This is an optimization exercise on Yosys and OpenROAD, whose aim is small area, not a production implementation. Where RTL was checked, it was by simulation tests only, not by an equivalence proof against the original. Power figures rest on the tool's default switching activity, not on a simulated workload.

## v6
==> flow/design.v <==
package link_mon_pkg;
    localparam int NIBBLE_W = 4;
    localparam int PKT_W = 128;
    typedef logic [NIBBLE_W-1:0] nibble_t;
    typedef logic [PKT_W-1:0] packet_t;
    typedef enum logic
    {
        DIR_DOWN = 1'b0,
        DIR_UP   = 1'b1
    } dir_e;
    typedef enum logic [NIBBLE_W-1:0]
    {
        READ_REQ  = 4'b0100,
        WRITE_REQ = 4'b0101,
        IFILL_REQ = 4'b0110
    } dn_cmd_e;
    typedef enum logic [NIBBLE_W-1:0]
    {
        READ_NACK  = 4'b0000,
        READ_ACK   = 4'b0001,
        IFILL_ACK  = 4'b0011,
        IFILL_NACK = 4'b0111,
        INT        = 4'b1000,
        INT_VEC    = 4'b1100
    } up_cmd_e;
    typedef union packed
    {
        dn_cmd_e dn;
        up_cmd_e up;
    } cmd_u;
    typedef struct packed
    {
        logic    vld;
        nibble_t data;
        logic    stall;
    } link_t;
    typedef logic [7:0] stall_cnt_t;
    typedef logic [7:0] abort_cnt_t;
    typedef struct packed
    {
        dir_e       dir;
        cmd_u       cmd;
        logic       cmd_known;
        stall_cnt_t stall_cnt;
        packet_t    packet;
    } report_t;
endpackage
`timescale 1ns/1ns
module nibble_assembler #(
    parameter int NIBBLES = 32
) (
    input  logic                     iol2clk,
    input  logic                     rst_n,
    input  link_mon_pkg::link_t      link,
    input  logic                     take,
    output logic                     pkt_abort,
    output logic                     full,
    output logic                     overflow_pulse,
    output link_mon_pkg::packet_t    entry_pkt_n,
    output link_mon_pkg::stall_cnt_t entry_stall_cnt
);
    localparam int PKT_W = NIBBLES * link_mon_pkg::NIBBLE_W;
    localparam int CNT_W = $clog2(NIBBLES + 1);
    localparam logic [CNT_W-1:0] FULL_CNT = CNT_W'(NIBBLES);
    logic [CNT_W-1:0]         beat_cnt;
    logic                     vld_q;
    logic                     stall_q;
    logic                     pkt_done;
    link_mon_pkg::stall_cnt_t stall_acc;
    link_mon_pkg::stall_cnt_t stall_base;
    logic [PKT_W-1:0]         pkt_n;
    logic                     accept;
    logic                     pkt_end;
    logic                     stall_rise;
    logic                     load;
    assign accept = link.vld && !link.stall && (beat_cnt < FULL_CNT);
    assign pkt_end = vld_q && !link.vld;
    assign stall_rise = link.vld && link.stall && !stall_q;
    assign stall_base = vld_q ? stall_acc : '0;
    always_ff @(posedge iol2clk)
    begin
        if (!rst_n)
        begin
            beat_cnt  <= '0;
            vld_q     <= 1'b0;
            stall_q   <= 1'b0;
            pkt_done  <= 1'b0;
            pkt_abort <= 1'b0;
        end
        else
        begin
            vld_q     <= link.vld;
            stall_q   <= link.stall;
            pkt_done  <= pkt_end && (beat_cnt == FULL_CNT);
            pkt_abort <= pkt_end && (beat_cnt != FULL_CNT);
            if (!link.vld)
                beat_cnt <= '0;
            else if (accept)
                beat_cnt <= beat_cnt + 1'b1;
        end
    end
    always_ff @(posedge iol2clk)
    begin
        if (link.vld)
        begin
            if (stall_rise && (stall_base != '1))
                stall_acc <= stall_base + 1'b1;
            else
                stall_acc <= stall_base;
        end
    end
    always_ff @(posedge iol2clk)
    begin
        if (accept)
            pkt_n <= {~link.data, pkt_n[PKT_W-1:link_mon_pkg::NIBBLE_W]};
    end
    assign load = pkt_done && (!full || take);
    assign overflow_pulse = pkt_done && full && !take;
    always_ff @(posedge iol2clk)
    begin
        if (!rst_n)
            full <= 1'b0;
        else if (load)
            full <= 1'b1;
        else if (take)
            full <= 1'b0;
    end
    always_ff @(posedge iol2clk)
    begin
        if (load)
        begin
            entry_pkt_n     <= pkt_n;
            entry_stall_cnt <= stall_acc;
        end
    end
endmodule
`timescale 1ns/1ns
module report_builder (
    input  logic                    dir,
    input  link_mon_pkg::nibble_t   cmd,
    output logic                    cmd_known
);
    always_comb
    begin
        cmd_known = 1'b0;
        if (dir == link_mon_pkg::DIR_DOWN)
        begin
            case (cmd)
                link_mon_pkg::READ_REQ,
                link_mon_pkg::WRITE_REQ,
                link_mon_pkg::IFILL_REQ: cmd_known = 1'b1;
                default:                 cmd_known = 1'b0;
            endcase
        end
        else
        begin
            case (cmd)
                link_mon_pkg::READ_NACK,
                link_mon_pkg::READ_ACK,
                link_mon_pkg::IFILL_ACK,
                link_mon_pkg::IFILL_NACK,
                link_mon_pkg::INT,
                link_mon_pkg::INT_VEC:   cmd_known = 1'b1;
                default:                 cmd_known = 1'b0;
            endcase
        end
    end
endmodule
`timescale 1ns/1ns
module report_ctrl (
    input  logic                     iol2clk,
    input  logic                     rst_n,
    input  link_mon_pkg::packet_t    dn_pkt_n,
    input  link_mon_pkg::stall_cnt_t dn_stall_cnt,
    input  logic                     dn_full,
    input  link_mon_pkg::packet_t    up_pkt_n,
    input  link_mon_pkg::stall_cnt_t up_stall_cnt,
    input  logic                     up_full,
    input  logic                     dn_overflow_pulse,
    input  logic                     up_overflow_pulse,
    input  logic                     dn_abort,
    input  logic                     up_abort,
    input  logic                     rpt_ack,
    output logic                     dn_take,
    output logic                     up_take,
    output logic                     rpt_req,
    output link_mon_pkg::report_t    rpt,
    output logic                     overflow,
    output link_mon_pkg::abort_cnt_t dn_abort_cnt,
    output link_mon_pkg::abort_cnt_t up_abort_cnt
);
    logic   wait_ack_low;
    logic   take;
    logic   dn_off;
    logic   up_off;
    logic   launch;
    link_mon_pkg::packet_t packet;
    logic   cmd_known;
    function automatic link_mon_pkg::abort_cnt_t sat_inc(input link_mon_pkg::abort_cnt_t v);
        sat_inc = (v == '1) ? v : v + 1'b1;
    endfunction
    assign launch = !rpt_req && !wait_ack_low && !rpt_ack && (dn_full || up_full);
    always_ff @(posedge iol2clk)
    begin
        if (!rst_n)
        begin
            rpt_req      <= 1'b0;
            wait_ack_low <= 1'b0;
            take         <= 1'b0;
        end
        else
        begin
            take <= rpt_req && rpt_ack;
            if (launch)
                rpt_req <= 1'b1;
            else if (rpt_req && rpt_ack)
            begin
                rpt_req      <= 1'b0;
                wait_ack_low <= 1'b1;
            end
            else if (wait_ack_low && !rpt_ack)
                wait_ack_low <= 1'b0;
        end
    end
    always_ff @(posedge iol2clk)
    begin
        if (launch)
        begin
            dn_off <= !dn_full;
            up_off <= dn_full;
        end
    end
    assign dn_take = take && up_off;
    assign up_take = take && dn_off;
    assign packet = ~((dn_pkt_n | {link_mon_pkg::PKT_W{dn_off}}) & (up_pkt_n | {link_mon_pkg::PKT_W{up_off}}));
    report_builder u_cmd (.dir(dn_off), .cmd(packet[link_mon_pkg::NIBBLE_W-1:0]),
                          .cmd_known(cmd_known));
    always_comb
    begin
        rpt.dir       = link_mon_pkg::dir_e'(dn_off);
        rpt.cmd       = packet[link_mon_pkg::NIBBLE_W-1:0];
        rpt.cmd_known = cmd_known;
        rpt.stall_cnt = dn_off ? up_stall_cnt : dn_stall_cnt;
        rpt.packet    = packet;
    end
    always_ff @(posedge iol2clk)
    begin
        if (!rst_n)
        begin
            overflow     <= 1'b0;
            dn_abort_cnt <= '0;
            up_abort_cnt <= '0;
        end
        else
        begin
            if (dn_overflow_pulse || up_overflow_pulse)
                overflow <= 1'b1;
            if (dn_abort)
                dn_abort_cnt <= sat_inc(dn_abort_cnt);
            if (up_abort)
                up_abort_cnt <= sat_inc(up_abort_cnt);
        end
    end
endmodule
`timescale 1ns/1ns
module link_monitor_top #(
    parameter int NIBBLES = 32
) (
    input  logic                     iol2clk,
    input  logic                     rst_n,
    input  link_mon_pkg::link_t      dn_link,
    input  link_mon_pkg::link_t      up_link,
    input  logic                     rpt_ack,
    output logic                     rpt_req,
    output link_mon_pkg::report_t    rpt,
    output logic                     overflow,
    output link_mon_pkg::abort_cnt_t dn_abort_cnt,
    output link_mon_pkg::abort_cnt_t up_abort_cnt
);
    logic                     dn_pkt_abort;
    link_mon_pkg::packet_t    dn_pkt_n;
    link_mon_pkg::stall_cnt_t dn_stall_cnt;
    logic                     dn_full;
    logic                     dn_overflow_pulse;
    logic                     dn_take;
    logic                     up_pkt_abort;
    link_mon_pkg::packet_t    up_pkt_n;
    link_mon_pkg::stall_cnt_t up_stall_cnt;
    logic                     up_full;
    logic                     up_overflow_pulse;
    logic                     up_take;
    nibble_assembler #(.NIBBLES(NIBBLES)) u_dn_asm (
        .iol2clk(iol2clk), .rst_n(rst_n), .link(dn_link), .take(dn_take),
        .pkt_abort(dn_pkt_abort), .full(dn_full), .overflow_pulse(dn_overflow_pulse),
        .entry_pkt_n(dn_pkt_n), .entry_stall_cnt(dn_stall_cnt)
    );
    nibble_assembler #(.NIBBLES(NIBBLES)) u_up_asm (
        .iol2clk(iol2clk), .rst_n(rst_n), .link(up_link), .take(up_take),
        .pkt_abort(up_pkt_abort), .full(up_full), .overflow_pulse(up_overflow_pulse),
        .entry_pkt_n(up_pkt_n), .entry_stall_cnt(up_stall_cnt)
    );
    report_ctrl u_ctrl (
        .iol2clk(iol2clk), .rst_n(rst_n),
        .dn_pkt_n(dn_pkt_n), .dn_stall_cnt(dn_stall_cnt), .dn_full(dn_full),
        .up_pkt_n(up_pkt_n), .up_stall_cnt(up_stall_cnt), .up_full(up_full),
        .dn_overflow_pulse(dn_overflow_pulse), .up_overflow_pulse(up_overflow_pulse),
        .dn_abort(dn_pkt_abort), .up_abort(up_pkt_abort),
        .rpt_ack(rpt_ack), .dn_take(dn_take), .up_take(up_take),
        .rpt_req(rpt_req), .rpt(rpt), .overflow(overflow),
        .dn_abort_cnt(dn_abort_cnt), .up_abort_cnt(up_abort_cnt)
    );
endmodule
export LEC_CHECK = 0
export ABC_AREA = 1
export CAP_MARGIN = 20
export CORE_MARGIN = 2
export CORE_UTILIZATION = 40
export SLEW_MARGIN = 20
create_clock -name core_clock -period 5.0 [get_ports {iol2clk}]
run.sh (not shown) runs the stock make flow with config.mk's settings and CLKGATE_MAP_FILE= SYNTH_SCRIPT=/design/flow/synth_recipe.tcl, a recipe that flattens the netlist after the stock synthesis.
v6 finished all stages; the layout is clean.
Relative to v6, the following input files were edited for v7:
-- flow/design.v --
<<< v6, line 233
    assign dn_take = take && up_off;
    assign up_take = take && dn_off;
    assign packet = ~((dn_pkt_n | {link_mon_pkg::PKT_W{dn_off}}) & (up_pkt_n | {link_mon_pkg::PKT_W{up_off}}));
    report_builder u_cmd (.dir(dn_off), .cmd(packet[link_mon_pkg::NIBBLE_W-1:0]),
                          .cmd_known(cmd_known));
>>> v7, line 233
    assign dn_take = take && up_off;
    assign up_take = take && dn_off;
    assign packet = ~((dn_pkt_n | {$bits(packet){dn_off}}) & (up_pkt_n | {$bits(packet){up_off}}));
    report_builder u_cmd (.dir(dn_off), .cmd(packet[link_mon_pkg::NIBBLE_W-1:0]),
                          .cmd_known(cmd_known));
Results
Post-synthesis share of cell area spent on xor and xnor gates: v6 vs v7 identical
Looking at v6 and v7, the layout sequential cell count is a wash.
Wire length of the first global-routing pass: v6 vs v7 identical
As far as worst hold slack across all endpoints goes, v6 and v7 are indistinguishable; the numbers are identical.
Compared v6 against v7; part of the power in registers within noise.
Diff v7..v6 | final wirelength | unchanged
[compare] base=v6 new=v7: worst setup slack comparable; simple-gate portion of the synthesized area comparable; setup total negative slack comparable; portion of total power attributed to combinational logic comparable; number of CTS-inserted buffers comparable.
Comparing v6 with v7, the largest vdd supply drop came out essentially unchanged.
Status: power parity (v6, v7)
Diff v7..v6 | number of standard cells in the layout, taps in and fillers out | negligible
Function not checked in v7: the RTL went through the layout flow alone.

-- afterwards: timing with drivers on the ports --
The flow's constraints put no driver on any port. The routed layouts listed below were extracted and timed again, unchanged, in two steps. Step 1 assumes that a clkbuf_16 drives the clock port and a buf_2 every other input. Step 2 adds t to the input delays and takes it off the output delays; t is the mean of the earliest and latest rising clock arrival at the registers after step 1. Input paths then give back, and output paths get back, about the clock's delay inside the block. Three values: no drivers, after step 1, after step 2; two values: the first two.
| run | shift t [ns] | setup slack, ns | hold slack, ns | worst register clock-pin slew, ns |
|---|---|---|---|---|
| v6 | 0.645 | 1.322 / 1.273 / 1.365 | 0.418 / 0.418 / 0.418 | 0.06 / 0.06 |
| v7 | 0.645 | 1.322 / 1.273 / 1.365 | 0.418 / 0.418 / 0.418 | 0.06 / 0.06 |
After both steps setup and hold are still met in every run listed.
